This design comes from an exercise in tuning for small area on the open sky130 flow, not from production work.
Function was checked by simulation only, so behaviour that the tests miss may differ from the original.
No activity file was given, so power comes from the tool's default toggle rates.

`flow/design.v`:
```
`timescale 1ns/1ps
package te_regmap_pkg;
	typedef logic [31:0] te_word_t;      
	typedef logic [5:0]  te_reg_addr_t;  
	localparam int TE_NUM_CHANNELS = 8;
	typedef logic [TE_NUM_CHANNELS-1:0]         te_chan_mask_t;  
	typedef logic [$clog2(TE_NUM_CHANNELS)-1:0] te_chan_idx_t;
	localparam te_reg_addr_t TE_CHANNEL_ENABLE = 6'd0;   
	localparam te_reg_addr_t TE_COH_DATA_READY = 6'd1;   
	localparam te_reg_addr_t TE_POLYNOMIAL     = 6'd2;   
	localparam te_reg_addr_t TE_CURR_STATE     = 6'd3;   
	localparam te_reg_addr_t TE_SEED_BASE      = 6'd8;   
	localparam te_reg_addr_t TE_RESULT_BASE    = 6'd16;  
endpackage
`timescale 1ns/1ps
package te_core_pkg;
	typedef logic signed [7:0]  te_sample_t;  
	typedef logic signed [23:0] te_acc_t;     
	typedef logic [15:0]        te_code_t;    
	typedef enum logic [3:0] {
		IDLE         = 4'd0,
		START        = 4'd1,
		FIND_CHANNEL = 4'd2,
		LOAD_LANES   = 4'd3,
		READ_FIFO    = 4'd5,
		CORRELATION  = 4'd6,
		DUMP         = 4'd8,
		COR_FINISH   = 4'd9,
		TE_FINISH    = 4'd10,
		WAIT_CPU     = 4'd11,
		STAND_BY     = 4'd12
	} te_state_e;
	localparam int TE_FLUSH_CYCLES = 2;
endpackage
`timescale 1ns/1ps
module te_correlator_lane (
	input  logic       clk,
	input  logic       i_load,       
	input  logic       i_clear,      
	input  te_core_pkg::te_code_t   i_seed,
	input  te_core_pkg::te_code_t   i_poly,
	input  logic       i_sample_en,
	input  te_core_pkg::te_sample_t i_sample,     
	output te_core_pkg::te_acc_t    o_acc
);
	te_core_pkg::te_code_t lfsr_q;
	te_core_pkg::te_code_t lfsr_step;
	te_core_pkg::te_acc_t  acc_q;
	logic        neg;
	assign lfsr_step = {1'b0, lfsr_q[15:1]} ^ (i_poly & {16{lfsr_q[0]}});
	always_ff @(posedge clk)
		if (i_load)
			lfsr_q <= i_seed;
		else if (i_sample_en)
			lfsr_q <= lfsr_step;
	logic [7:0]  lo_q;
	logic [15:0] hi_q;
	logic        carry_q;
	logic        sign_q;
	logic [7:0]  b;
	logic [7:0]  lo_sum;
	logic [15:0] hi_sum;
	logic [8:0]  c_lo;
	logic [16:0] c_hi;
	assign neg     = ~lfsr_q[0];
	assign b       = i_sample ^ {8{neg}};
	assign c_lo[0] = neg;
	assign c_hi[0] = carry_q;
	always_comb begin
		for (int i = 0; i < 8; i++) begin
			lo_sum[i]   = lo_q[i] ^ b[i] ^ c_lo[i];
			c_lo[i + 1] = (lo_q[i] & b[i]) | (c_lo[i] & (lo_q[i] ^ b[i]));
		end
		for (int i = 0; i < 16; i++) begin
			hi_sum[i]   = hi_q[i] ^ sign_q ^ c_hi[i];
			c_hi[i + 1] = (hi_q[i] & sign_q) | (c_hi[i] & (hi_q[i] ^ sign_q));
		end
	end
	always_ff @(posedge clk)
		if (i_clear) begin
			lo_q    <= '0;
			hi_q    <= '0;
			carry_q <= 1'b0;
			sign_q  <= 1'b0;
		end else begin
			lo_q    <= lo_sum;
			hi_q    <= hi_sum;
			carry_q <= c_lo[8];
			sign_q  <= b[7];
		end
	assign acc_q = {hi_q, lo_q};
	assign o_acc = acc_q;
endmodule
`timescale 1ns/1ps
module te_channel_finder #(
	parameter int NUM_LANES = 4
) (
	input  logic                 clk,
	input  te_core_pkg::te_state_e i_state,
	input  te_regmap_pkg::te_chan_mask_t        i_channel_enable,
	input  te_core_pkg::te_code_t [te_regmap_pkg::TE_NUM_CHANNELS-1:0]             i_seeds,
	input  te_regmap_pkg::te_chan_mask_t        i_seed_valid,   
	output logic                 o_find_done,
	output logic                 o_all_done,
	output logic                 o_any_enabled,
	output te_regmap_pkg::te_chan_mask_t        o_serve,      
	output logic [te_regmap_pkg::TE_NUM_CHANNELS-1:0][1:0] o_chan_lane,  
	output logic [NUM_LANES-1:0] o_lane_load,
	output te_core_pkg::te_code_t o_lane_seed
);
	localparam int NCH = te_regmap_pkg::TE_NUM_CHANNELS;
	te_regmap_pkg::te_chan_idx_t scan_idx;
	logic                        round2;
	logic                        in_find;
	logic [NCH:0][3:0]           rank;    
	assign in_find = (i_state == te_core_pkg::FIND_CHANNEL);
	always_comb begin
		rank[0] = '0;
		for (int k = 0; k < NCH; k++)
			rank[k + 1] = rank[k] + 4'(i_channel_enable[k]);
	end
	logic [1:0] lane_adj;
	assign lane_adj = (round2 || (rank[NCH] < 4'd4)) ? 2'(-rank[NCH]) : 2'd0;
	always_comb
		for (int k = 0; k < NCH; k++) begin
			o_serve[k]     = i_channel_enable[k] && (rank[k][2] == round2);
			o_chan_lane[k] = (k < 4) ? rank[k][1:0] : rank[k][1:0] + lane_adj;
		end
	always_ff @(posedge clk) begin
		scan_idx <= in_find ? scan_idx + 1'b1 : '0;
		if (i_state == te_core_pkg::START)
			round2 <= 1'b0;
		else if (i_state == te_core_pkg::COR_FINISH)
			round2 <= 1'b1;
	end
	assign o_find_done   = (scan_idx == 3'd7) ||
	                       (!round2 && i_channel_enable[scan_idx] && (rank[scan_idx] == 4'd3));
	assign o_all_done    = round2 || (rank[NCH] <= 4'd4);
	assign o_any_enabled = |i_channel_enable;
	always_comb
		for (int l = 0; l < NUM_LANES; l++)
			o_lane_load[l] = in_find && o_serve[scan_idx] && (o_chan_lane[scan_idx] == 2'(l));
	always_comb begin
		o_lane_seed = '0;
		for (int k = 0; k < NCH; k++)
			o_lane_seed = o_lane_seed | (i_seeds[k] & {16{i_seed_valid[k] && scan_idx == 3'(k)}});
	end
endmodule
`timescale 1ns/1ps
module te_sequencer (
	input  logic      clk,
	input  logic      rst_b,
	input  logic      i_start,
	input  logic      i_fifo_ready,
	input  logic      i_fifo_last_data,
	input  logic      i_any_enabled,  
	input  logic      i_find_done,
	input  logic      i_all_done,     
	output logic      o_cor_done,
	output te_core_pkg::te_state_e o_state,
	output logic      o_te_running,
	output logic      o_te_over,
	output logic      o_fifo_read,
	output logic      o_fifo_rewind,
	output logic      o_fifo_skip
);
	te_core_pkg::te_state_e state;
	te_core_pkg::te_state_e next_state;
	logic [1:0]             last_dly;  
	always_ff @(posedge clk or negedge rst_b)
		if (!rst_b)
			state <= te_core_pkg::STAND_BY;
		else
			state <= next_state;
	always_comb begin
		next_state = state;
		case (state)
			te_core_pkg::STAND_BY:     if (i_start) next_state = te_core_pkg::IDLE;
			te_core_pkg::IDLE:         if (i_fifo_ready) next_state = te_core_pkg::START;
			te_core_pkg::START:        next_state = i_any_enabled ? te_core_pkg::FIND_CHANNEL : te_core_pkg::TE_FINISH;
			te_core_pkg::FIND_CHANNEL: if (i_find_done) next_state = te_core_pkg::LOAD_LANES;
			te_core_pkg::LOAD_LANES:   next_state = te_core_pkg::READ_FIFO;
			te_core_pkg::READ_FIFO:    next_state = te_core_pkg::CORRELATION;
			te_core_pkg::CORRELATION:  if (last_dly[1]) next_state = te_core_pkg::DUMP;
			te_core_pkg::DUMP:         next_state = te_core_pkg::COR_FINISH;
			te_core_pkg::COR_FINISH:   next_state = i_all_done ? te_core_pkg::TE_FINISH : te_core_pkg::FIND_CHANNEL;
			te_core_pkg::TE_FINISH:    next_state = te_core_pkg::WAIT_CPU;
			te_core_pkg::WAIT_CPU:     if (i_start) next_state = te_core_pkg::IDLE;
			default:                   next_state = te_core_pkg::STAND_BY;
		endcase
	end
	always_ff @(posedge clk)
		last_dly <= {last_dly[0], i_fifo_last_data};
	assign o_cor_done    = last_dly[1];
	assign o_state       = state;
	assign o_te_over     = (state == te_core_pkg::TE_FINISH);
	assign o_te_running  = (state != te_core_pkg::STAND_BY) && (state != te_core_pkg::WAIT_CPU);
	assign o_fifo_read   = (state == te_core_pkg::READ_FIFO);
	assign o_fifo_rewind = (state == te_core_pkg::COR_FINISH) && !i_all_done;
	assign o_fifo_skip   = (state == te_core_pkg::TE_FINISH);
endmodule
`timescale 1ns/1ps
module te_host_regs #(
	parameter int NUM_LANES = 4
) (
	input  logic                 clk,
	input  logic                 rst_b,
	input  logic                 i_reg_cs,
	input  logic                 i_rd,
	input  logic                 i_wr,
	input  te_regmap_pkg::te_reg_addr_t         i_addr,
	input  te_regmap_pkg::te_word_t             i_wdata,
	input  te_core_pkg::te_state_e            i_state,
	input  logic                 i_latch_enable,  
	input  logic                 i_dump_next,     
	input  te_regmap_pkg::te_chan_mask_t        i_serve,
	input  logic [te_regmap_pkg::TE_NUM_CHANNELS-1:0][1:0] i_chan_lane,
	input  te_core_pkg::te_acc_t [NUM_LANES-1:0]              i_lane_acc,
	output te_regmap_pkg::te_chan_mask_t        o_channel_enable,
	output te_core_pkg::te_code_t             o_poly,
	output te_core_pkg::te_code_t [te_regmap_pkg::TE_NUM_CHANNELS-1:0]             o_seeds,
	output te_regmap_pkg::te_chan_mask_t        o_seed_valid,    
	output logic                 o_te_ready,
	output te_regmap_pkg::te_word_t             o_reg_rdata
);
	localparam int NCH = te_regmap_pkg::TE_NUM_CHANNELS;
	te_core_pkg::te_acc_t [NCH-1:0] result_q;
	te_regmap_pkg::te_chan_mask_t   ready_q;
	te_regmap_pkg::te_chan_idx_t    chan_sel;
	logic [NCH-1:0][NUM_LANES-1:0] wsel_q;
	te_regmap_pkg::te_chan_mask_t  dump_mask;
	te_core_pkg::te_acc_t [NCH-1:0] result_d;
	logic          wr_en;
	logic          rd_en;
	logic          dump;
	assign wr_en      = i_reg_cs && i_wr;
	assign rd_en      = i_reg_cs && i_rd;
	assign dump       = (i_state == te_core_pkg::DUMP);
	assign chan_sel   = i_addr[2:0];
	always_ff @(posedge clk or negedge rst_b)
		if (!rst_b) begin
			o_channel_enable <= '0;
			o_poly           <= '0;
		end else if (wr_en) begin
			if (i_addr == te_regmap_pkg::TE_CHANNEL_ENABLE)
				o_channel_enable <= i_wdata[7:0];
			if (i_addr == te_regmap_pkg::TE_POLYNOMIAL)
				o_poly <= i_wdata[15:0];
		end
	te_regmap_pkg::te_chan_mask_t seed_valid;
	te_regmap_pkg::te_chan_mask_t result_valid;
	te_regmap_pkg::te_chan_mask_t seed_we;
	always_comb
		for (int k = 0; k < NCH; k++)
			seed_we[k] = wr_en && (i_addr == 6'(8 + k));
	always_ff @(posedge clk)
		for (int k = 0; k < NCH; k++)
			if (seed_we[k])
				o_seeds[k] <= i_wdata[15:0];
	always_ff @(posedge clk or negedge rst_b)
		if (!rst_b) begin
			seed_valid   <= '0;
			result_valid <= '0;
		end else begin
			seed_valid   <= seed_valid | seed_we;
			result_valid <= result_valid | dump_mask;
		end
	assign o_seed_valid = seed_valid;
	always_ff @(posedge clk)
		result_q <= result_d;
	always_ff @(posedge clk or negedge rst_b)
		if (!rst_b)
			wsel_q <= '0;
		else
			for (int k = 0; k < NCH; k++)
				for (int l = 0; l < NUM_LANES; l++)
					if (l <= k && l >= k - 4)
						wsel_q[k][l] <= i_dump_next && i_serve[k] && (i_chan_lane[k] == 2'(l));
	always_comb
		for (int k = 0; k < NCH; k++) begin
			dump_mask[k] = |wsel_q[k];
			result_d[k]  = result_q[k] & {24{!dump_mask[k]}};
			for (int l = 0; l < NUM_LANES; l++)
				result_d[k] = result_d[k] | (i_lane_acc[l] & {24{wsel_q[k][l]}});
		end
	always_ff @(posedge clk or negedge rst_b)
		if (!rst_b)
			ready_q <= '0;
		else if (wr_en && (i_addr == te_regmap_pkg::TE_COH_DATA_READY))
			ready_q <= i_wdata[7:0];  
		else if (dump)
			ready_q <= ready_q | dump_mask;
		else if (i_latch_enable)
			ready_q <= '0;
	assign o_te_ready = |ready_q;
	logic [23:0] rd_low;
	always_comb begin
		rd_low = '0;
		rd_low = rd_low | (24'(o_channel_enable) & {24{rd_en && i_addr == 6'd0}});
		rd_low = rd_low | (24'(ready_q)          & {24{rd_en && i_addr == 6'd1}});
		rd_low = rd_low | (24'(o_poly)           & {24{rd_en && i_addr == 6'd2}});
		rd_low = rd_low | (24'(i_state)          & {24{rd_en && i_addr == 6'd3}});
		for (int k = 0; k < NCH; k++) begin
			rd_low = rd_low | (24'(o_seeds[k]) & {24{rd_en && seed_valid[k] && i_addr == 6'(8 + k)}});
			rd_low = rd_low | (result_q[k]     & {24{rd_en && result_valid[k] && i_addr == 6'(16 + k)}});
		end
	end
	assign o_reg_rdata = {{8{rd_low[23]}}, rd_low};
endmodule
`timescale 1ns/1ps
module tracking_engine #(
	parameter int NUM_LANES = 4
) (
	input  logic          clk,
	input  logic          rst_b,
	input  logic          i_start,
	output logic          o_te_running,
	output logic          o_te_ready,
	output logic          o_te_over,
	input  logic          i_fifo_ready,
	input  logic          i_fifo_last_data,
	input  logic          i_fifo_data_valid,
	input  te_core_pkg::te_sample_t    i_fifo_data,
	output logic          o_fifo_read,
	output logic          o_fifo_rewind,
	output logic          o_fifo_skip,
	input  logic          i_reg_cs,
	input  logic          i_rd,
	input  logic          i_wr,
	input  te_regmap_pkg::te_reg_addr_t  i_addr,
	input  te_regmap_pkg::te_word_t      i_wdata,
	output te_regmap_pkg::te_word_t      o_reg_rdata
);
	localparam int NCH = te_regmap_pkg::TE_NUM_CHANNELS;
	te_core_pkg::te_state_e       state;
	logic                         latch_enable;
	logic                         lane_clear;
	logic                         dump_next;
	logic                         cor_done;
	logic                         sample_en;
	te_core_pkg::te_sample_t      sample;
	logic                         any_enabled;
	logic                         find_done;
	logic                         all_done;
	te_regmap_pkg::te_chan_mask_t channel_enable;
	te_core_pkg::te_code_t        poly;
	te_core_pkg::te_code_t [NCH-1:0] seeds;
	te_regmap_pkg::te_chan_mask_t seed_valid;
	te_regmap_pkg::te_chan_mask_t serve;
	logic [NCH-1:0][1:0]          chan_lane;
	logic [NUM_LANES-1:0]         lane_load;
	te_core_pkg::te_code_t        lane_seed;
	te_core_pkg::te_acc_t [NUM_LANES-1:0] lane_acc;
	assign latch_enable = (state == te_core_pkg::IDLE) && i_fifo_ready;
	assign dump_next    = (state == te_core_pkg::CORRELATION) && cor_done;
	assign lane_clear   = (state == te_core_pkg::LOAD_LANES);
	assign sample_en    = i_fifo_data_valid && (state == te_core_pkg::CORRELATION);
	assign sample      = i_fifo_data & {8{sample_en}};
	te_sequencer u_sequencer (
		.clk              (clk),
		.rst_b            (rst_b),
		.i_start          (i_start),
		.i_fifo_ready     (i_fifo_ready),
		.i_fifo_last_data (i_fifo_last_data),
		.i_any_enabled    (any_enabled),
		.i_find_done      (find_done),
		.i_all_done       (all_done),
		.o_cor_done       (cor_done),
		.o_state          (state),
		.o_te_running     (o_te_running),
		.o_te_over        (o_te_over),
		.o_fifo_read      (o_fifo_read),
		.o_fifo_rewind    (o_fifo_rewind),
		.o_fifo_skip      (o_fifo_skip)
	);
	te_channel_finder #(.NUM_LANES(NUM_LANES)) u_finder (
		.clk              (clk),
		.i_state          (state),
		.i_channel_enable (channel_enable),
		.i_seeds          (seeds),
		.i_seed_valid     (seed_valid),
		.o_find_done      (find_done),
		.o_all_done       (all_done),
		.o_any_enabled    (any_enabled),
		.o_serve          (serve),
		.o_chan_lane      (chan_lane),
		.o_lane_load      (lane_load),
		.o_lane_seed      (lane_seed)
	);
	for (genvar g = 0; g < NUM_LANES; g++) begin : g_lane
		te_correlator_lane u_lane (
			.clk         (clk),
			.i_load      (lane_load[g]),
			.i_clear     (lane_clear),
			.i_seed      (lane_seed),
			.i_poly      (poly),
			.i_sample_en (sample_en),
			.i_sample    (sample),
			.o_acc       (lane_acc[g])
		);
	end
	te_host_regs #(.NUM_LANES(NUM_LANES)) u_regs (
		.clk              (clk),
		.rst_b            (rst_b),
		.i_reg_cs         (i_reg_cs),
		.i_rd             (i_rd),
		.i_wr             (i_wr),
		.i_addr           (i_addr),
		.i_wdata          (i_wdata),
		.i_state          (state),
		.i_latch_enable   (latch_enable),
		.i_dump_next      (dump_next),
		.i_serve          (serve),
		.i_chan_lane      (chan_lane),
		.i_lane_acc       (lane_acc),
		.o_channel_enable (channel_enable),
		.o_poly           (poly),
		.o_seeds          (seeds),
		.o_seed_valid     (seed_valid),
		.o_te_ready       (o_te_ready),
		.o_reg_rdata      (o_reg_rdata)
	);
endmodule
```
`flow/flow/run.sh`:
```
#!/bin/bash
# Layout flow: the standard ORFS flow (standard.sh) with three changes.
#  1. After the standard synthesis, the combinational cells are mapped again
#     for area by ABC (flow/remap.ys with each flow/remap_*.abc script).
#     Every register cell, with its name and type, and the adder cells are
#     kept as synthesis made them. flow/equiv.ys proves each new netlist
#     equivalent to the standard one (registers cut into ports by flow/cut.py); the smallest proven one is used (the
#     standard netlist if none is proven).
#  2. Clock tree: no dummy loads, sink clusters driven by clkbuf_8.
#  3. Port buffers: buf_2 cells.
# Each tool's full output goes to a log file here (synth.log, remap_*.log,
# equiv_*.log, layout.log) and to ORFS's own logs under orfs/logs.
set -euo pipefail
HERE=$(pwd)
RES=$HERE/orfs/results/sky130hd/tracking_engine/base
LIB=/OpenROAD-flow-scripts/flow/platforms/sky130hd/lib/sky130_fd_sc_hd__tt_025C_1v80.lib
export CTS_ARGS="-sink_clustering_enable -repair_clock_nets -dont_use_dummy_load -buf_list sky130_fd_sc_hd__clkbuf_8 -sink_clustering_size 16 -sink_clustering_max_diameter 50"
export BUFFER_PORTS_ARGS="-buffer_cell sky130_fd_sc_hd__buf_2"

bash standard.sh synth > synth.log 2>&1
cp $RES/1_2_yosys.v $HERE/standard_synth.v
python3 flow/cut.py $HERE/standard_synth.v $HERE/standard_cut.v

DONT_USE=$(make -s -C $FLOW_HOME DESIGN_CONFIG=$HERE/config.mk WORK_HOME=$HERE/orfs print-DONT_USE_CELLS 2>/dev/null | sed -n 's/^DONT_USE_CELLS: //p')
DU=""; for c in $DONT_USE; do DU="$DU -dont_use $c"; done
best=""; best_area=""
for s in flow/remap_*.abc; do
  n=$(basename $s .abc)
  sed -e "s|@IN@|$HERE/standard_synth.v|; s|@OUT@|$HERE/$n.v|; s|@SCRIPT@|$HERE/$s|; s|@DONTUSE@|$DU|; s|remap_stat.txt|${n}_stat.txt|" flow/remap.ys > ${n}_run.ys
  sed -e "s|@GOLD@|$HERE/standard_cut.v|; s|@GATE@|$HERE/${n}_cut.v|" flow/equiv.ys > equiv_${n}.ys
  if yosys -s ${n}_run.ys > $n.log 2>&1 && python3 flow/cut.py $HERE/$n.v $HERE/${n}_cut.v \
     && yosys -s equiv_${n}.ys > equiv_${n}.log 2>&1; then
    a=$(sed -n "s/.*Chip area for module .*: \([0-9.]*\)/\1/p" ${n}_stat.txt | head -1)
    echo "$n proven, area $a" >> netlist_choice.txt
    if [[ -z "$best" ]] || awk "BEGIN{exit !($a < $best_area)}"; then best=$n; best_area=$a; fi
  else
    echo "$n failed or not proven" >> netlist_choice.txt
  fi
done
if [[ -n "$best" ]]; then
  echo "using $best" >> netlist_choice.txt
  cp $HERE/$best.v $RES/1_2_yosys.v
else
  echo "using the standard netlist" >> netlist_choice.txt
fi
touch $RES/1_2_yosys.v
bash standard.sh "$@" > layout.log 2>&1
```
`flow/flow/cut.py`:
```
import sys,re
# cut.py in.v out.v : turn every flip-flop cell into ports (Q -> input, other pins -> outputs)
txt=open(sys.argv[1]).read()
m=re.search(r'module\s+(\w+)\s*\((.*?)\);',txt,re.S)
head_end=m.end()
body=txt[head_end:]
newports=[]; decls=[]; assigns=[]
def repl(mm):
    typ,name,pins=mm.group(1),mm.group(2),mm.group(3)
    if not re.search(r'__(df|edf|sdf|dl)',typ): return mm.group(0)
    ps=re.findall(r'\.(\w+)\((.*?)\)\s*(?:,|$)',pins.strip(),re.S)
    key=re.sub(r'[^A-Za-z0-9_]','_',name)
    for p,n in ps:
        n=n.strip()
        if p=='CLK': continue
        pn='ff_%s_%s'%(key,p)
        if p in ('Q','Q_N'):
            newports.append(pn); decls.append('  input %s;\n'%pn); assigns.append('  assign %s = %s ;\n'%(n,pn))
        else:
            newports.append(pn); decls.append('  output %s;\n'%pn); assigns.append('  assign %s = %s ;\n'%(pn,n))
    return ''
body=re.sub(r'\n\s*(sky130_fd_sc_hd__\w+)\s+(\S+)\s*\((.*?)\);',repl,body,flags=re.S)
hdr=txt[:m.start()]+'module %s(%s);\n'%(m.group(1),m.group(2).strip()+(', ' if newports else '')+', '.join(newports))
body=body.replace('endmodule',''.join(assigns)+'endmodule',1)
open(sys.argv[2],'w').write(hdr+''.join(decls)+body)
```
`flow/flow/equiv.ys`:
```
# Check that the area-mapped netlist does what the standard synthesis does.
# Both netlists have their flip-flops cut into ports by flow/cut.py (Q as an
# input, D and enable as outputs, paired by register name), so this is a SAT
# proof that every register input and every output is the same function.
read_liberty -ignore_miss_func /OpenROAD-flow-scripts/flow/platforms/sky130hd/lib/sky130_fd_sc_hd__tt_025C_1v80.lib
read_verilog @GOLD@
rename tracking_engine gold
read_verilog @GATE@
rename tracking_engine gate
flatten gold gate
opt_clean gold gate
miter -equiv -flatten -make_assert gold gate miter
hierarchy -top miter
sat -verify -prove-asserts -timeout 1200 miter
```
`flow/flow/remap.ys`:
```
# Map the combinational logic of the standard synthesis again, for area.
# Register cells (and the adder and tie cells) are black boxes here, so they
# keep their names, types and connections.
read_liberty -ignore_miss_func /OpenROAD-flow-scripts/flow/platforms/sky130hd/lib/sky130_fd_sc_hd__tt_025C_1v80.lib
read_verilog @IN@
hierarchy -check -top tracking_engine
blackbox sky130_fd_sc_hd__df* sky130_fd_sc_hd__edf* sky130_fd_sc_hd__fa_* sky130_fd_sc_hd__ha_* sky130_fd_sc_hd__conb_*
flatten
opt_clean -purge
abc -liberty /OpenROAD-flow-scripts/flow/platforms/sky130hd/lib/sky130_fd_sc_hd__tt_025C_1v80.lib @DONTUSE@ -script @SCRIPT@
opt_clean -purge
setundef -zero
hilomap -singleton -hicell sky130_fd_sc_hd__conb_1 HI -locell sky130_fd_sc_hd__conb_1 LO
splitnets
opt_clean -purge
rename -enumerate -pattern rm_%
insbuf -buf sky130_fd_sc_hd__buf_4 A X
rename -enumerate -pattern rb_%
tee -o remap_stat.txt stat -liberty /OpenROAD-flow-scripts/flow/platforms/sky130hd/lib/sky130_fd_sc_hd__tt_025C_1v80.lib
write_verilog -noattr -nohex -nodec @OUT@
```
`flow/flow/remap_a.abc`:
```
strash
&get -n
&st
&dch -f
&nf -R 1000
&put
mfs2
strash
dch -f
amap
&get -n
&st
&dch -f
&nf -R 1000
&put
topo
dnsize
```
`flow/flow/remap_e.abc`:
```
strash
&get -n
&st
&dch -f
&nf -R 1000
&put
mfs2
strash
&get -n
&st
&syn2
&dch -f
&nf -R 1000
&put
mfs2
strash
&get -n
&st
&dch -f
&nf -R 1000
&put
```
`flow/flow/remap_k.abc`:
```
strash
&get -n
&st
&dch -f
&nf -a -R 1000
&put
mfs2
strash
&get -n
&st
&dch -f
&nf -a -R 1000
&put
```
`flow/standard.sh`:
```
#!/bin/bash
# synth_recipe.tcl (not shown) runs the flow's synth.tcl, then flattens the netlist and writes it again
# the make line also repeats each setting of config.mk as NAME=value (left out here)
make -C /OpenROAD-flow-scripts/flow DESIGN_CONFIG=/design/flow/config.mk WORK_HOME=/design/flow/orfs CLKGATE_MAP_FILE= SYNTH_SCRIPT=/design/flow/synth_recipe.tcl "${@:-finish}"
```
`flow/config.mk`:
```
export PLATFORM = sky130hd
export DESIGN_NAME = tracking_engine
export DESIGN_NICKNAME = tracking_engine
export VERILOG_FILES = /design/flow/design.v
export SDC_FILE = /design/flow/constraint.sdc
export NUM_CORES = 4
export LEC_CHECK = 0
export CAP_MARGIN = 20
export CORE_MARGIN = 2
export CORE_UTILIZATION = 65
export SLEW_MARGIN = 20
```
`flow/constraint.sdc`:
```
create_clock -name core_clock -period 10.0 [get_ports {clk}]
set_input_delay 2.0000 -clock core_clock [delete_from_list [all_inputs] [get_ports {clk}]]
set_output_delay 2.0000 -clock core_clock [all_outputs]
set_load 0.01 [all_outputs]
```
==> out/metrics.yaml, run 1 <==
run_status:
  outcome: "finished clean"
place:
  io_buffers: 76
  hpwl_um: 53480
  routabilityCongestion: 0.9253
synth:
  yosys_warnings: 4
  syn_avg_cell_area_um2: 11.56
  syn_area_mm2: 0.02547
  synth_nets: 2372
  netlist_instances: 2203
clocking:
  htreeDepth: 2
  worstSkewPairLatency_ps: 680
  cts_buffers: 49
  cts_root_buffer: "clkbuf_8"
  cts_resized: 0
  cts_buffer_depth: 3
  post-cts-setup-buffers: 0
  clkSinkCount: 566
  cts_tree: "yes"
  clk_pin_slew_worst_paths_ps: 70
  postCtsHoldBufs: 0
global_route:
  gr-usage-all-layers_pct: 42.66
  grt_max_degree: 76
  antenna_found_initial: 0
  grt_pass1_wl_um: 128900
  gr-total-overflow: 0
  grt_pass1_vias: 20831
route:
  vias: 20958
  wirelength_um: 87200
  antenna_left: 0
  initialDrtViolationCount: 4046
  drt_first_pass_iters: 16
  drc: 0
  routedWlPerCell_um: 30.11
  avgViaCountPerCell: 7.237
timing:
  setup_violations: 0
  slew-limit-headroom_pct: 17.57
  period_needed_ps: 8031
  skew_ps: 54.71
  hold_viol: 0
  max_clock_freq_ghz: 0.1245
  tightest_slew_ps: 1236
  rsz0062_at_grt: "false"
  slew_viol_final: 0
  fin_tns_setup_ps: 0
  period_share_pct: 80.31
power_and_ir_drop:
  leakage_nw: 10.75
  sw_frac_of_total_pct: 35.94
  netSwitchingPower_w: 0.002290
  max-vdd-ir-drop_uv: 178.5
  pwr-share-clk_pct: 18.4
  p_int_w: 0.004081
  pwr-share-comb_pct: 27.1
  p_per_area_mw_per_mm2: 230.6
  pwr-share-seq_pct: 54.5
job:
  maxCapViolCount: 0
die:
  rows: 72
  core_area_mm2: 0.03865
  start_util_pct: 65.91
  die_h_um: 202.0
  die_w_um: 202.0
  ios: 93
  dieArea_mm2: 0.04079
setup_path:
  critPathCaptureType: "flip-flop"
  critPathKind: "flip-flop to flip-flop"
  start_kind: "flip-flop"
  worst-path-max-fanout: 33
  worstPathArrival_ps: 8300
  crit_required_ps: 10270
layout:
  final_nets: 2549
  final_layout_size_suffix_gt1_share_pct: 8.705
  syn2layout_area_growth_pct: 8.459
  n_antenna_cell: 0
  utilization_pct: 71.48
worst_hold_path:
  hold_path_class: "flip-flop to flip-flop"
-- path summary, 6_finish.rpt --
| check | startpoint | end | slack, ps | depth (start not counted) |
|---|---|---|---|---|
| min in group asynchronous | rst_b | u_regs.o_poly[15] | 1140 | 1 |
| worst min register to register | u_sequencer.last_dly[0] | u_sequencer.last_dly[1] | 330 | 0 |
| worst min-delay path | u_sequencer.last_dly[0] | u_sequencer.last_dly[1] | 330 | 0 |
| worst max-delay path | u_regs.o_channel_enable[2] | g_lane[2].u_lane.lfsr_q[8] | 1970 | 19 |
| max in group asynchronous | rst_b | u_regs.seed_valid[1] | 7720 | 2 |
| worst max register to register | u_regs.o_channel_enable[2] | g_lane[2].u_lane.lfsr_q[8] | 1970 | 19 |
-- per-stage QoR --
stage	cells	cell area [um^2]	setup WS (ps)	hold slack (ps)	total power (W)
2_1_floorplan	2203	25470	2846	309.6	0.004519
5_1_grt	2896	27630	1461	334.8	0.006742
3_5_place_dp	2847	26950	2253	319.2	0.005204
4_1_cts	2896	27620	2229	333.5	0.006351
3_3_place_gp	2847	26950	2414	314.2	0.005061
6_report	2896	27630	1969	332.1	0.006371
-- layout make-up --
class	instances	area [um^2]
flip-flops and latches	566	14100
multi-input cells	1570	11160
fillers	2817	11020
repair buffers	135	825.8
clock buffers	49	674.4
well taps	518	648.1
inverters	58	217.7
-- power by group through the flow --
stage	combinational (W)	sequential [W]	clock [W]
CTS	0.00172	0.00345	0.00118
finish	0.00173	0.00347	0.00117
detailed placement	0.00171	0.00350	0
global placement	0.00158	0.00349	0
global route	0.00196	0.00353	0.00126
floorplan	0.00119	0.00333	0
-- worst max-delay path, cell delays in order (launching register included) --
cell	delay (ps)
dfrtp_1	580
fa_1	630
ha_1	290
fa_1	630
ha_1	310
ha_1	370
ha_1	240
xnor2_1	320
nand3_1	140
xnor2_1	160
a21o_1	230
and2_0	240
ha_1	230
xnor2_1	300
o21ai_0	160
xnor2_1	210
a22oi_1	110
a311oi_1	770
nand2_1	790
nand2b_1	910
-- state kept, by name (all words and copies together), names as in the netlist, named ones only --
signal                   count
u_regs.o_channel_enable      8
g_lane.u_lane.hi_q          64
u_regs.o_seeds             128
g_lane.u_lane.sign_q         4
u_regs.seed_valid            8
u_regs.wsel_q               20
u_regs.result_valid          8
u_regs.o_poly               16
g_lane.u_lane.carry_q        4
u_finder.round2              1
u_sequencer.last_dly         2
g_lane.u_lane.lfsr_q        64
u_regs.result_q            144
g_lane.u_lane.lo_q          32
u_regs.ready_q               8
u_sequencer.state            4
u_finder.scan_idx            3
-- per-layer routing --
layer  up-vias  track usage (%)  routed length, um
li1       8740                -                  -
met1     10003            56.29              30300
met2      1833            63.45              37980
met3       382            13.56              13760
met4         0            22.51               5151
met5         -           0.4762                  0
-- cells in the final DEF (no fill, tap or decap), drive strengths merged, types with 22 or more instances in the layout --
cell / n
clkinv: 58
o21ai: 38
edfxtp: 240
and2: 75
nand3: 44
fa: 90
clkbuf: 49
mux2: 22
dfxtp: 254
buf: 135
xnor2: 97
dfrtp: 70
ha: 24
a222oi: 193
a22oi: 139
a21oi: 88
nor2: 132
and3: 48
nand2: 404
==> inputs of run 2 (changes only) <==
--- a/flow/flow/run.sh
+++ b/flow/flow/run.sh
@@ -9,3 +9,3 @@
 #  2. Clock tree: no dummy loads, sink clusters driven by clkbuf_8.
-#  3. Port buffers: buf_2 cells.
+#  3. Port buffers: buf_1 cells.
 # Each tool's full output goes to a log file here (synth.log, remap_*.log,
@@ -17,3 +17,3 @@
 export CTS_ARGS="-sink_clustering_enable -repair_clock_nets -dont_use_dummy_load -buf_list sky130_fd_sc_hd__clkbuf_8 -sink_clustering_size 16 -sink_clustering_max_diameter 50"
-export BUFFER_PORTS_ARGS="-buffer_cell sky130_fd_sc_hd__buf_2"
+export BUFFER_PORTS_ARGS="-buffer_cell sky130_fd_sc_hd__buf_1"
 
--- a/flow/config.mk
+++ b/flow/config.mk
@@ -9,3 +9,3 @@
 export CORE_MARGIN = 2
-export CORE_UTILIZATION = 65
+export CORE_UTILIZATION = 72
 export SLEW_MARGIN = 20
==> run 2 against run 1 <==
Still clean. Final cell count down 2.1%. Clock skew is 58 ps higher. Via count rose by 2.6%. Routed wire length is 0.65% higher. Core utilization is 7.6 points higher. Die area down 9.5%. Critical path type unchanged. Largest cell class unchanged. Highest routed layer unchanged.
==> out/metrics.yaml, run 2 <==
layout:
  top_regs: "u_regs.result_q (144), u_regs.o_seeds (128)"  # unchanged
  syn2layout_area_growth_pct: 7.800  # was 8.459%
  fill_cells: 2202  # was 2817
  regMostFlops: "u_regs.result_q"  # unchanged
  multi_input_area_mm2: 0.01117  # was 0.01116 mm^2
  final_cell_mix: "nand2_1 (404), dfxtp_1 (254), edfxtp_1 (240)"  # unchanged
  n_antenna_cell: 0  # unchanged
  final-seq-area_mm2: 0.01410  # unchanged
  final_layout_size_suffix_gt1_share_pct: 5.549  # was 8.705%
  largest_register_ffs: 144  # unchanged
  mostFrequentLayoutCell: "nand2_1"  # unchanged
  final_nets: 2550  # was 2549
setup_path:
  cp_top_family: "adder cells"  # unchanged
  critPathCaptureType: "flip-flop"  # unchanged
  critPathKind: "flip-flop to flip-flop"  # unchanged
  critPathBufInv: 0  # unchanged
  worstPathArrival_ps: 8320  # was 8300 ps
  cpPeakStageDelay_ps: 890  # was 910 ps
  path_cells: "fa_1 > ha_1 > fa_1 > ha_1 > ha_1 > ha_1 > xnor2_1 > nand3_1 > xnor2_1 > a21o_1 > and2_0 > ha_1 > xnor2_1 > o21ai_0 > xnor2_1 > a22oi_1 > a311oi_1 > nand2_1 > nand2b_1"  # unchanged
  start_kind: "flip-flop"  # unchanged
  crit_required_ps: 10270  # about the same
  reg2regPathDepth: 19  # unchanged
  cp.depth: 19  # unchanged
  worst-path-max-fanout: 33  # unchanged
  worst_path_max_delay_cell: "nand2b_1"  # unchanged
  cp_common_cell: "ha_1"  # unchanged
timing:
  slew_viol_final: 0  # unchanged
  max_clock_freq_ghz: 0.1242  # was 0.1245 GHz
  tightest_slew_ps: 1258  # was 1236 ps
  hold_viol: 0  # unchanged
  hold_slack_ps: 326.5  # was 332.1 ps
  slew-limit-headroom_pct: 16.16  # was 17.57%
  skew_ps: 112.3  # was 54.71 ps
  period_share_pct: 80.50  # was 80.31%
  rsz0062_at_grt: "false"  # unchanged
  setup_violations: 0  # unchanged
  fin_tns_setup_ps: 0  # unchanged
  period_needed_ps: 8050  # was 8031 ps
clocking:
  cts_tree: "yes"  # unchanged
  postCtsHoldBufs: 0  # unchanged
  cts_buffer_depth: 3  # unchanged
  clk_pin_slew_worst_paths_ps: 90  # was 70 ps
  cts_buffers: 48  # was 49
  cts_root_buffer: "clkbuf_8"  # unchanged
  post-cts-setup-buffers: 0  # unchanged
  clkSinkCount: 566  # unchanged
  htreeDepth: 2  # unchanged
  cts_resized: 0  # unchanged
  worstSkewPairLatency_ps: 720  # was 680 ps
synth:
  netlist_instances: 2203  # unchanged
  synth_nets: 2372  # unchanged
  syn_avg_cell_area_um2: 11.56  # unchanged
  yosys_warnings: 4  # unchanged
  syn_area_mm2: 0.02547  # unchanged
power_and_ir_drop:
  power.total_w: 0.006397  # was 0.006371 W
  max-vdd-ir-drop_uv: 193.4  # was 178.5 uV
  leakage_nw: 10.49  # was 10.75 nW
  p_per_area_mw_per_mm2: 233.0  # was 230.6 mW/mm^2
die:
  core_area_mm2: 0.03471  # was 0.03865 mm^2
  dieArea_mm2: 0.03690  # was 0.04079 mm^2
  rows: 68  # was 72
  die_w_um: 192.1  # was 202.0 um
  die_h_um: 192.1  # was 202.0 um
  start_util_pct: 73.38  # was 65.91%
  ios: 93  # unchanged
global_route:
  grt_pass1_vias: 21685  # was 20831
  antenna_found_initial: 0  # unchanged
  gr-total-overflow: 0  # unchanged
  grt_max_degree: 76  # unchanged
  grt_pass1_wl_um: 129500  # was 128900 um
  gr-usage-all-layers_pct: 48.26  # was 42.66%
route:
  antenna_left: 0  # unchanged
  initialDrtViolationCount: 5071  # was 4046
  avgViaCountPerCell: 7.591  # was 7.237
  vias: 21512  # was 20958
  drc: 0  # unchanged
  wirelength_um: 87760  # was 87200 um
  routedWlPerCell_um: 30.97  # was 30.11 um
  drt_first_pass_iters: 17  # was 16
worst_hold_path:
  hold_path_class: "flip-flop to flip-flop"  # unchanged
  worstHoldPathCells: 0  # unchanged
run_status:
  outcome: "finished clean"  # unchanged
place:
  routabilityCongestion: 0.9661  # was 0.9253
  hpwl_um: 53380  # was 53480 um
  io_buffers: 76  # unchanged
job:
  maxCapViolCount: 0  # unchanged
## run 2: worst paths after layout
check / from / endpoint / slack [ps]
min in group asynchronous: rst_b / u_regs.o_poly[10] / 1180
min reg2reg: u_sequencer.last_dly[0] / u_sequencer.last_dly[1] / 330
max reg2reg: u_regs.o_channel_enable[2] / g_lane[2].u_lane.lfsr_q[5] / 1950
max in group asynchronous: rst_b / u_regs.wsel_q[27] / 7650
max: u_regs.o_channel_enable[2] / g_lane[2].u_lane.lfsr_q[5] / 1950
min: u_sequencer.last_dly[0] / u_sequencer.last_dly[1] / 330
## run 2: worst register-to-register path: cells and delay by family (launching register included)
family          cells  cell delay (ps)
compound gates      4             1260
xor+xnor            4              990
fa+ha+maj           7             2700
flops               1              590
simple gates        4             2110
## run 2: per-stage QoR
| stage | instance area [um^2] | utilization (%) | instances | setup WS [ps] |
|---|---|---|---|---|
| finish | 27460 | 79.10 | 2834 | 1950 |
| global route | 27460 | 79.10 | 2834 | 1460 |
| CTS | 27440 | 79.05 | 2832 | 2150 |
| detailed placement | 26780 | 77.15 | 2784 | 2220 |
| global placement | 26780 | 77.15 | 2784 | 2456 |
| floorplan | 25470 | - | 2203 | 2846 |
## run 2: where the power goes
part / internal, W / switching (W) / total [W]
sequential: 0.00288 / 0.000599 / 0.00348
combinational: 0.000768 / 0.000983 / 0.00175
clock: 0.000428 / 0.000740 / 0.00117
total: 0.00407 / 0.00232 / 0.00640
## run 2: layout make-up
cell class | count | area share (%)
timing repair buffer | 137 | 2.702
sequential | 566 | 51.34
multi-input combinational | 1570 | 40.69
clock buffer | 48 | 2.406
inverter | 58 | 0.7929
tap | 455 | 2.073
## run 2: per-layer routing
layer | global-route usage, % | up-vias | part of all wire (%)
li1 | - | 8742 | -
met3 | 20.15 | 582 | 18
met5 | 0.8242 | - | 0
met1 | 60.63 | 10024 | 32
met4 | 29.77 | 0 | 7.9
met2 | 69.55 | 2164 | 42
==> inputs of run 3 (changes only) <==
--- a/flow/config.mk
+++ b/flow/config.mk
@@ -9,3 +9,3 @@
 export CORE_MARGIN = 2
-export CORE_UTILIZATION = 72
+export CORE_UTILIZATION = 65
 export SLEW_MARGIN = 20
==> run 3 against run 2 <==
Still clean on timing, DRC and antenna. Area after synthesis unchanged. Total power down 0.65%. Core utilization down 7.8 points. Register-to-register slack lost 60 ps. Non-clock buffer count is the same. Clock-buffer cell count increased by 2. Sequential share of layout area decreased by 0.20 points. Sequential power hardly changed. Critical endpoint is now g_lane[2].u_lane.lfsr_q[7]. Highest routed layer unchanged.
==> out/metrics.yaml, run 3 <==
global_route:
  grt_pass1_vias: 21073  # was 21685
  gr-usage-all-layers_pct: 42.43  # was 48.26%
  grt_pass1_wl_um: 128800  # was 129500 um
  gr-total-overflow: 0  # unchanged
  antenna_found_initial: 1  # was 0
  grt_max_degree: 76  # unchanged
layout:
  multi_input_area_mm2: 0.01116  # was 0.01117 mm^2
  final_layout_size_suffix_gt1_share_pct: 5.670  # was 5.549%
  layout.cells.non_filler: 2900  # was 2834
  mostFrequentLayoutCell: "nand2_1"  # unchanged
  regMostFlops: "u_regs.result_q"  # unchanged
  largest_register_ffs: 144  # unchanged
  top_regs: "u_regs.result_q (144), u_regs.o_seeds (128)"  # unchanged
  final_cell_mix: "nand2_1 (404), dfxtp_1 (254), edfxtp_1 (240)"  # unchanged
  syn2layout_area_growth_pct: 8.228  # was 7.800%
  final-seq-area_mm2: 0.01410  # unchanged
  fill_cells: 2830  # was 2202
  final_nets: 2552  # was 2550
clocking:
  clk_pin_slew_worst_paths_ps: 100  # was 90 ps
  cts_buffer_depth: 3  # unchanged
  cts_resized: 0  # unchanged
  htreeDepth: 2  # unchanged
  worstSkewPairLatency_ps: 710  # was 720 ps
  cts_buffers: 50  # was 48
  cts_tree: "yes"  # unchanged
  cts_root_buffer: "clkbuf_8"  # unchanged
  postCtsHoldBufs: 0  # unchanged
  clkSinkCount: 566  # unchanged
  post-cts-setup-buffers: 0  # unchanged
setup_path:
  cp_top_family: "adder cells"  # unchanged
  critPathCaptureType: "flip-flop"  # unchanged
  critPathKind: "flip-flop to flip-flop"  # unchanged
  path_cells: "fa_1 > ha_1 > fa_1 > ha_1 > ha_1 > ha_1 > xnor2_1 > nand3_1 > xnor2_1 > a21o_1 > and2_0 > ha_1 > xnor2_1 > o21ai_0 > xnor2_1 > a22oi_1 > a311oi_1 > nand2_1 > nand2b_1"  # unchanged
  cp_common_cell: "ha_1"  # unchanged
  crit_required_ps: 10300  # was 10270 ps
  cpPeakStageDelay_ps: 910  # was 890 ps
  r2r_slack_ps: 1890  # was 1950 ps
  critPathBufInv: 0  # unchanged
  worstPathArrival_ps: 8400  # was 8320 ps
  worst-path-max-fanout: 33  # unchanged
  worst_path_max_delay_cell: "nand2b_1"  # unchanged
  start_kind: "flip-flop"  # unchanged
timing:
  fin_tns_setup_ps: 0  # unchanged
  max_clock_freq_ghz: 0.1233  # was 0.1242 GHz
  tightest_slew_ps: 1190  # was 1258 ps
  worst_slack_ps: 1892  # was 1950 ps
  slew-limit-headroom_pct: 20.65  # was 16.16%
  period_needed_ps: 8108  # was 8050 ps
  hold_slack_ps: 333.3  # was 326.5 ps
  skew_ps: 80.08  # was 112.3 ps
  hold_viol: 0  # unchanged
  setup_violations: 0  # unchanged
  slew_viol_final: 0  # unchanged
  period_share_pct: 81.08  # was 80.50%
  rsz0062_at_grt: "false"  # unchanged
route:
  routedWlPerCell_um: 29.56  # was 30.97 um
  antenna_left: 0  # unchanged
  wirelength_um: 85740  # was 87760 um
  avgViaCountPerCell: 7.218  # was 7.591
  vias: 20931  # was 21512
  drc: 0  # unchanged
  drt_first_pass_iters: 12  # was 17
  initialDrtViolationCount: 4134  # was 5071
die:
  die_w_um: 202.0  # was 192.1 um
  dieArea_mm2: 0.04079  # was 0.03690 mm^2
  rows: 72  # was 68
  die_h_um: 202.0  # was 192.1 um
  start_util_pct: 65.91  # was 73.38%
  core_area_mm2: 0.03865  # was 0.03471 mm^2
  ios: 93  # unchanged
power_and_ir_drop:
  max-vdd-ir-drop_uv: 162.2  # was 193.4 uV
  leakage_nw: 10.50  # was 10.49 nW
  p_per_area_mw_per_mm2: 230.5  # was 233.0 mW/mm^2
place:
  dp_cells: 2849  # was 2784
  hpwl_um: 53560  # was 53380 um
  routabilityCongestion: 0.9386  # was 0.9661
  io_buffers: 76  # unchanged
  dp_slack_ps: 2180  # was 2220 ps
job:
  maxCapViolCount: 0  # unchanged
synth:
  netlist_instances: 2203  # unchanged
  syn_avg_cell_area_um2: 11.56  # unchanged
  yosys_warnings: 4  # unchanged
  syn_area_mm2: 0.02547  # unchanged
  synth_nets: 2372  # unchanged
run_status:
  outcome: "finished clean"  # unchanged
worst_hold_path:
  hold_path_class: "flip-flop to flip-flop"  # unchanged
## run 3: area by class of cell
| type | count | share of cell area (%) |
|---|---|---|
| flip-flops and latches | 566 | 51.13 |
| multi-input cells | 1570 | 40.50 |
| repair buffers | 137 | 2.723 |
| clock buffers | 50 | 2.496 |
| well taps | 518 | 2.351 |
| inverters | 58 | 0.7897 |
| diodes | 1 | 0.009077 |
## run 3: power breakdown
part	internal [W]	switching [W]	total (W)
Combinational	0.000756	0.000943	0.00170
Clock	0.000445	0.000748	0.00119
Sequential	0.00288	0.000585	0.00346
Total	0.00408	0.00228	0.00636
## run 3: worst reg2reg max path, stage by stage, from the launching register on
cell	delay, ps
dfrtp_1	510
fa_1	660
ha_1	280
fa_1	640
ha_1	310
ha_1	370
ha_1	240
xnor2_1	350
nand3_1	150
xnor2_1	170
a21o_1	240
and2_0	250
ha_1	240
xnor2_1	320
o21ai_0	170
xnor2_1	240
a22oi_1	130
a311oi_1	750
nand2_1	800
nand2b_1	920
## run 3: path summary, 6_finish.rpt
check	endpoint	cells past startpoint	startpoint
setup / recovery	g_lane[2].u_lane.lfsr_q[7]	19	u_regs.o_channel_enable[0]
hold / removal	u_sequencer.last_dly[1]	0	u_sequencer.last_dly[0]
setup reg to reg	g_lane[2].u_lane.lfsr_q[7]	19	u_regs.o_channel_enable[0]
hold reg to reg	u_sequencer.last_dly[1]	0	u_sequencer.last_dly[0]
max in group asynchronous	u_regs.seed_valid[3]	2	rst_b
min in group asynchronous	u_regs.o_poly[11]	1	rst_b
## run 3: routing by layer
layer	vias to the layer above	track usage (%)	wire, um
li1	8752	-	-
met1	10045	56.13	30180
met2	1780	64.10	37950
met3	354	13.11	12970
met4	0	20.56	4636
met5	-	0.4762	0
## run 3: per-stage QoR
| step | power, W | utilization (%) | cell area (um^2) |
|---|---|---|---|
| after global routing | 0.006753 | 71.33 | 27570 |
| after detailed placement | 0.005181 | 69.53 | 26870 |
| after CTS | 0.006334 | 71.31 | 27560 |
| after floorplan | 0.004519 | - | 25470 |
| final | 0.006355 | 71.33 | 27570 |
| after global placement | 0.005056 | 69.50 | 26860 |
==> inputs of run 4 (changes only) <==
--- a/flow/flow/run.sh
+++ b/flow/flow/run.sh
@@ -4,3 +4,3 @@
 #     for area by ABC (flow/remap.ys with each flow/remap_*.abc script).
-#     Every register cell, with its name and type, and the adder cells are
+#     Every register cell, with its name and type, and the full-adder cells are
 #     kept as synthesis made them. flow/equiv.ys proves each new netlist
--- a/flow/flow/remap.ys
+++ b/flow/flow/remap.ys
@@ -1,3 +1,3 @@
 # Map the combinational logic of the standard synthesis again, for area.
-# Register cells (and the adder and tie cells) are black boxes here, so they
+# Register cells (and the full-adder and tie cells) are black boxes here, so they
 # keep their names, types and connections.
@@ -6,3 +6,3 @@
 hierarchy -check -top tracking_engine
-blackbox sky130_fd_sc_hd__df* sky130_fd_sc_hd__edf* sky130_fd_sc_hd__fa_* sky130_fd_sc_hd__ha_* sky130_fd_sc_hd__conb_*
+blackbox sky130_fd_sc_hd__df* sky130_fd_sc_hd__edf* sky130_fd_sc_hd__fa_* sky130_fd_sc_hd__conb_*
 flatten
--- a/flow/config.mk
+++ b/flow/config.mk
@@ -9,3 +9,3 @@
 export CORE_MARGIN = 2
-export CORE_UTILIZATION = 65
+export CORE_UTILIZATION = 72
 export SLEW_MARGIN = 20
==> run 4 against run 3 <==
Clock skew decreased by 33 ps. Clock power about the same. Total power fell by 5.4%.
==> out/metrics.yaml, run 4 <==
run_status:
  outcome: "finished clean"  # unchanged
place:
  io_buffers: 76  # unchanged
  hpwl_um: 53270  # was 53560 um
  placed_area_mm2: 0.02640  # was 0.02687 mm^2
  dp_slack_ps: 2780  # was 2180 ps
  routabilityCongestion: 0.9836  # was 0.9386
synth:
  syn_avg_cell_area_um2: 11.59  # was 11.56 um^2
  syn_area_mm2: 0.02510  # was 0.02547 mm^2
  synth_nets: 2310  # was 2372
  yosys_warnings: 4  # unchanged
  netlist_instances: 2165  # was 2203
die:
  ios: 93  # unchanged
  start_util_pct: 72.85  # was 65.91%
  core_area_mm2: 0.03446  # was 0.03865 mm^2
  die_w_um: 190.7  # was 202.0 um
  dieArea_mm2: 0.03637  # was 0.04079 mm^2
  rows: 68  # was 72
  die_h_um: 190.7  # was 202.0 um
layout:
  largest_register_ffs: 144  # unchanged
  final_nets: 2485  # was 2552
  final_cell_mix: "nand2_1 (437), dfxtp_1 (254), edfxtp_1 (240)"  # was nand2_1 (404), dfxtp_1 (254), edfxtp_1 (240)
  fin_area_mm2: 0.02706  # was 0.02757 mm^2
  top_regs: "u_regs.result_q (144), u_regs.o_seeds (128)"  # unchanged
  syn2layout_area_growth_pct: 7.801  # was 8.228%
  regMostFlops: "u_regs.result_q"  # unchanged
  mostFrequentLayoutCell: "nand2_1"  # unchanged
  final_layout_size_suffix_gt1_share_pct: 5.689  # was 5.670%
timing:
  hold_viol: 0  # unchanged
  setup_violations: 0  # unchanged
  skew_ps: 47.17  # was 80.08 ps
  slew-limit-headroom_pct: 8.892  # was 20.65%
  period_needed_ps: 7310  # was 8108 ps
  slew_viol_final: 0  # unchanged
  worst_slack_ps: 2690  # was 1892 ps
  period_share_pct: 73.10  # was 81.08%
  fin_tns_setup_ps: 0  # unchanged
  tightest_slew_ps: 1365  # was 1190 ps
  rsz0062_at_grt: "false"  # unchanged
  max_clock_freq_ghz: 0.1368  # was 0.1233 GHz
setup_path:
  worstPathArrival_ps: 7900  # was 8400 ps
  r2r_slack_ps: 2690  # was 1890 ps
  crit_required_ps: 10590  # was 10300 ps
  critPathCaptureType: "flip-flop"  # unchanged
  critPathBufInv: 3  # was 0
  reg2regPathDepth: 21  # was 19
  worst_path_max_delay_cell: "fa_1"  # was nand2b_1
  reg2reg_from: "g_lane[1].u_lane.sign_q"  # was u_regs.o_channel_enable[0]
  cpPeakStageDelay_ps: 520  # was 910 ps
  reg2reg_to: "g_lane[1].u_lane.hi_q[15]"  # was g_lane[2].u_lane.lfsr_q[7]
  path_cells: "buf_4 > clkinv_1 > fa_1 > clkinv_1 > fa_1 > fa_1 > fa_1 > fa_1 > fa_1 > fa_1 > fa_1 > fa_1 > fa_1 > fa_1 > fa_1 > fa_1 > fa_1 > fa_1 > xor2_1 > nor2_1 > a211oi_1"  # was fa_1 > ha_1 > fa_1 > ha_1 > ha_1 > ha_1 > xnor2_1 > nand3_1 > xnor2_1 > a21o_1 > and2_0 > ha_1 > xnor2_1 > o21ai_0 > xnor2_1 > a22oi_1 > a311oi_1 > nand2_1 > nand2b_1
  cp_top_family: "adder cells"  # unchanged
  start_kind: "flip-flop"  # unchanged
  cp_common_cell: "fa_1"  # was ha_1
  worst-path-max-fanout: 16  # was 33
  critPathKind: "flip-flop to flip-flop"  # unchanged
clocking:
  clkSinkCount: 566  # unchanged
  cts_buffer_depth: 3  # unchanged
  htreeDepth: 2  # unchanged
  cts_root_buffer: "clkbuf_8"  # unchanged
  cts_buffers: 48  # was 50
  clk_pin_slew_worst_paths_ps: 90  # was 100 ps
  cts_resized: 0  # unchanged
  worstSkewPairLatency_ps: 690  # was 710 ps
  postCtsHoldBufs: 0  # unchanged
  post-cts-setup-buffers: 0  # unchanged
  cts_tree: "yes"  # unchanged
global_route:
  grt_pass1_wl_um: 128200  # was 128800 um
  gr-total-overflow: 0  # unchanged
  antenna_found_initial: 2  # was 1
  gr-usage-all-layers_pct: 48.65  # was 42.43%
  grt_max_degree: 73  # was 76
  grt_pass1_vias: 20988  # was 21073
worst_hold_path:
  whs_endpoint: "u_sequencer.last_dly[1]"  # unchanged
  min-delay-start: "u_sequencer.last_dly[0]"  # unchanged
  worstHoldPathCells: 0  # unchanged
  hold_path_class: "flip-flop to flip-flop"  # unchanged
route:
  top_layer: "met5"  # was met4
  wirelength_um: 88020  # was 85740 um
  drt_first_pass_iters: 15  # was 12
  vias: 21331  # was 20931
  initialDrtViolationCount: 5255  # was 4134
  met1Wirelength_um: 28340  # was 30180 um
  drc: 0  # unchanged
  dr_wl_met3_um: 16760  # was 12970 um
  avgViaCountPerCell: 7.635  # was 7.218
  routedWlPerCell_um: 31.50  # was 29.56 um
  met2WireLength_um: 35320  # was 37950 um
  antenna_left: 0  # unchanged
power_and_ir_drop:
  leakage_nw: 10.28  # was 10.50 nW
  max-vdd-ir-drop_uv: 231.5  # was 162.2 uV
  p_per_area_mw_per_mm2: 222.1  # was 230.5 mW/mm^2
job:
  maxCapViolCount: 0  # unchanged
-- run 4: changes by cell type in the layout (fill, tap and decap cells not counted), moves of 15 or more --
cell,delta
nor2_1,-18
a21oi_1,-28
nand3_1,-15
ha_1,-24
and2_0,-68
nor2b_1,+62
nand2_1,+33
-- run 4: power breakdown --
group	switching (W)	internal (W)
registers	0.000579	0.00281
clock network	0.000743	0.000428
logic	0.000791	0.000661
-- run 4: worst reg2reg max path, stage by stage (launching register included) --
cell      delay, ps
dfxtp_1         320
buf_4           240
clkinv_1        110
fa_1            170
clkinv_1         80
fa_1            380
fa_1            400
fa_1            450
fa_1            400
fa_1            390
fa_1            390
fa_1            390
fa_1            520
fa_1            440
fa_1            410
fa_1            390
fa_1            440
fa_1            430
fa_1            400
xor2_1          200
nor2_1           70
a211oi_1        220
-- run 4: through the flow --
| stage | hold WS (ps) | util, % | power, W | cells |
|---|---|---|---|---|
| floorplan | 309.6 | - | 0.004249 | 2165 |
| global placement | 309.9 | 76.60 | 0.004701 | 2745 |
| detailed placement | 313.2 | 76.60 | 0.004820 | 2745 |
| CTS | 333.0 | 78.52 | 0.005936 | 2793 |
| global route | 335.4 | 78.53 | 0.006293 | 2793 |
| finish | 331.1 | 78.53 | 0.006009 | 2794 |
-- run 4: final cells by class --
class | instances | area (um^2)
antenna | 1 | 2.502
clock buffer | 48 | 660.6
sequential | 566 | 14100
tap | 455 | 569.3
inverter | 57 | 214.0
timing repair buffer | 134 | 724.4
fill | 2172 | 7397
multi-input combinational | 1533 | 10790
-- run 4: worst max path at each step --
| stage | start | to | slack, ps | cells after the start |
|---|---|---|---|---|
| 3_5_place_dp | g_lane[1].u_lane.sign_q | g_lane[1].u_lane.hi_q[15] | 2780 | 21 |
| 5_1_grt | u_regs.o_channel_enable[1] | g_lane[1].u_lane.lfsr_q[5] | 2330 | 18 |
| 6_report | g_lane[1].u_lane.sign_q | g_lane[1].u_lane.hi_q[15] | 2690 | 21 |
| 3_3_place_gp | g_lane[1].u_lane.sign_q | g_lane[1].u_lane.hi_q[15] | 2910 | 21 |
| 2_1_floorplan | g_lane[0].u_lane.sign_q | g_lane[0].u_lane.hi_q[15] | 2910 | 20 |
| 4_1_cts | g_lane[1].u_lane.sign_q | g_lane[1].u_lane.hi_q[15] | 2770 | 21 |
-- run 4: per-layer routing --
| metal | global-route usage (%) | vias up |
|---|---|---|
| li1 | - | 8590 |
| met2 | 68.10 | 2197 |
| met4 | 30.05 | 6 |
| met3 | 20.02 | 634 |
| met1 | 63.24 | 9904 |
| met5 | 0 | - |
==> inputs of run 5 (changes only) <==
--- a/flow/config.mk
+++ b/flow/config.mk
@@ -9,3 +9,3 @@
 export CORE_MARGIN = 2
-export CORE_UTILIZATION = 72
+export CORE_UTILIZATION = 65
 export SLEW_MARGIN = 20
==> run 5 against run 4 <==
Fmax down 0.65%. Combinational power about the same. Synthesized cell count is the same. Global-route usage is 4.1 points lower. Sequential share of layout area decreased by 0.28 points. First-iteration DRC count shrank 12%. Register-to-register slack worse by 50 ps. Clock skew up 9.7 ps. Critical path depth down 1. Clock power about the same. Non-clock buffer count increased by 6. Via count down 0.91%. Largest power group unchanged.
==> out/metrics.yaml, run 5 <==
global_route:
  gr-usage-all-layers_pct: 44.59  # was 48.65%
  gr-total-overflow: 0  # unchanged
  grt_max_degree: 100  # was 73
  antenna_found_initial: 2  # unchanged
  grt_pass1_wl_um: 131400  # was 128200 um
  grt_pass1_vias: 20214  # was 20988
clocking:
  clkSinkCount: 566  # unchanged
  worstSkewPairLatency_ps: 680  # was 690 ps
  clk_pin_slew_worst_paths_ps: 100  # was 90 ps
  cts_tree: "yes"  # unchanged
  cts_buffers: 48  # unchanged
  postCtsHoldBufs: 0  # unchanged
  post-cts-setup-buffers: 0  # unchanged
  cts_root_buffer: "clkbuf_8"  # unchanged
  cts_buffer_depth: 3  # unchanged
  cts_resized: 0  # unchanged
  htreeDepth: 2  # unchanged
place:
  io_buffers: 76  # unchanged
  dp_cells: 2807  # was 2745
  routabilityCongestion: 0.9892  # was 0.9836
  hpwl_um: 55690  # was 53270 um
  placed_area_mm2: 0.02653  # was 0.02640 mm^2
setup_path:
  start_kind: "flip-flop"  # unchanged
  critPathKind: "flip-flop to flip-flop"  # unchanged
  critPathCaptureType: "flip-flop"  # unchanged
  crit_required_ps: 10510  # was 10590 ps
  worstPathArrival_ps: 7870  # was 7900 ps
  worst-path-max-fanout: 16  # unchanged
power_and_ir_drop:
  p_per_area_mw_per_mm2: 220.8  # was 222.1 mW/mm^2
  max-vdd-ir-drop_uv: 176.2  # was 231.5 uV
  leakage_nw: 10.32  # was 10.28 nW
route:
  routedWlPerCell_um: 31.82  # was 31.50 um
  drt_first_pass_iters: 17  # was 15
  antenna_left: 0  # unchanged
  wirelength_um: 90960  # was 88020 um
  vias: 21136  # was 21331
  initialDrtViolationCount: 4602  # was 5255
  avgViaCountPerCell: 7.393  # was 7.635
  drc: 0  # unchanged
timing:
  skew_ps: 56.91  # was 47.17 ps
  rsz0062_at_grt: "false"  # unchanged
  max_clock_freq_ghz: 0.1359  # was 0.1368 GHz
  setup_violations: 0  # unchanged
  tightest_slew_ps: 1381  # was 1365 ps
  hold_slack_ps: 328.4  # was 331.1 ps
  period_needed_ps: 7357  # was 7310 ps
  slew-limit-headroom_pct: 7.823  # was 8.892%
  fin_tns_setup_ps: 0  # unchanged
  hold_viol: 0  # unchanged
  period_share_pct: 73.57  # was 73.10%
  slew_viol_final: 0  # unchanged
layout:
  syn2layout_area_growth_pct: 8.389  # was 7.801%
  utilization_pct: 71.90  # was 78.53%
  top_regs: "u_regs.result_q (144), u_regs.o_seeds (128)"  # unchanged
  largest_register_ffs: 144  # unchanged
  final_cell_mix: "nand2_1 (437), dfxtp_1 (254), edfxtp_1 (240)"  # unchanged
  final_layout_size_suffix_gt1_share_pct: 5.930  # was 5.689%
  fin_area_mm2: 0.02721  # was 0.02706 mm^2
  layout.cells.non_filler: 2859  # was 2794
  final_nets: 2491  # was 2485
  regMostFlops: "u_regs.result_q"  # unchanged
  mostFrequentLayoutCell: "nand2_1"  # unchanged
die:
  rows: 71  # was 68
  core_area_mm2: 0.03784  # was 0.03446 mm^2
  die_h_um: 200.5  # was 190.7 um
  ios: 93  # unchanged
  dieArea_mm2: 0.04021  # was 0.03637 mm^2
  start_util_pct: 66.33  # was 72.85%
  die_w_um: 200.5  # was 190.7 um
synth:
  yosys_warnings: 4  # unchanged
  syn_area_mm2: 0.02510  # unchanged
  netlist_instances: 2165  # unchanged
  synth_nets: 2310  # unchanged
  syn_avg_cell_area_um2: 11.59  # unchanged
job:
  maxCapViolCount: 0  # unchanged
worst_hold_path:
  hold_path_class: "flip-flop to flip-flop"  # unchanged
run_status:
  outcome: "finished clean"  # unchanged
[run 5: critical path: stages, from the launching register on]
cell and delay (ps):
dfxtp_1 310, buf_4 250, clkinv_1 120, fa_1 180, clkinv_1 90, fa_1 390
fa_1 390, fa_1 400, fa_1 460, fa_1 420, fa_1 410, fa_1 420
fa_1 520, fa_1 520, fa_1 430, fa_1 400, fa_1 430, fa_1 450
fa_1 400, nor2_1 120, a211oi_1 60
[run 5: worst paths after layout]
path / startpoint / endpoint / slack [ps] / cells past startpoint
max in group asynchronous: rst_b / u_regs.wsel_q[18] / 7990 / 2
min in group asynchronous: rst_b / u_regs.wsel_q[23] / 1480 / 2
setup / recovery: g_lane[3].u_lane.sign_q / g_lane[3].u_lane.hi_q[15] / 2640 / 20
hold reg to reg: u_sequencer.last_dly[0] / u_sequencer.last_dly[1] / 330 / 0
hold / removal: u_sequencer.last_dly[0] / u_sequencer.last_dly[1] / 330 / 0
setup reg to reg: g_lane[3].u_lane.sign_q / g_lane[3].u_lane.hi_q[15] / 2640 / 20
[run 5: power by group]
group | switching, W | internal (W)
Sequential | 0.000573 | 0.00281
Clock | 0.000747 | 0.000428
Combinational | 0.000791 | 0.000662
Total | 0.00211 | 0.00390
[run 5: cell type report]
| class | instances | area (um^2) |
|---|---|---|
| inverters | 57 | 214.0 |
| clock buffers | 48 | 660.6 |
| well taps | 511 | 639.4 |
| flip-flops and latches | 566 | 14100 |
| fillers | 2771 | 10640 |
| multi-input cells | 1533 | 10810 |
| diodes | 4 | 10.01 |
| repair buffers | 140 | 773.2 |
[run 5: metrics by stage]
stage / power (W) / worst slack [ps]
after floorplan: 0.004249 / 2913
after global routing: 0.006321 / 2154
after detailed placement: 0.004813 / 2780
after CTS: 0.005951 / 2717
after global placement: 0.004726 / 2819
final: 0.006008 / 2643
[run 5: routing by layer]
| metal | vias up | part of all wire (%) | GRT usage [%] |
|---|---|---|---|
| met5 | - | 0 | 0 |
| met4 | 0 | 5.6 | 21.16 |
| met3 | 409 | 19 | 18.31 |
| met2 | 2101 | 41 | 61.07 |
| met1 | 10038 | 35 | 61.86 |
| li1 | 8588 | - | - |

what the ideal ports hide:
Ports are ideal in the flow. The routed layouts listed here were re-timed in OpenROAD. Step 1, drivers: a clkbuf_16 drives clk and a buf_2 each remaining input, both assumed. Step 2 moves the port delays by t, midway between the first and last clock arrival at a register: inputs arrive t later, outputs are due t later. That takes back most of the time a late clock gives input paths. Slacks: no drivers / after step 1 / after step 2; pairs: no drivers / after step 1.
run	t (ns)	setup slack, ns	worst setup path after step 2	latest minus earliest clock arrival (ns)	worst data-port slew with drivers (ns)
run 1	0.711	1.969 / 1.969 / 1.969	register to register	0.059 / 0.059	0.05
run 2	0.721	1.950 / 1.950 / 1.950	register to register	0.115 / 0.115	0.05
run 3	0.716	1.892 / 1.892 / 1.892	register to register	0.093 / 0.093	0.05
run 4	0.708	2.690 / 2.690 / 2.690	register to register	0.068 / 0.069	0.10
run 5	0.703	2.643 / 2.643 / 2.643	register to register	0.057 / 0.057	0.09
After both steps setup and hold are still met in every run listed.
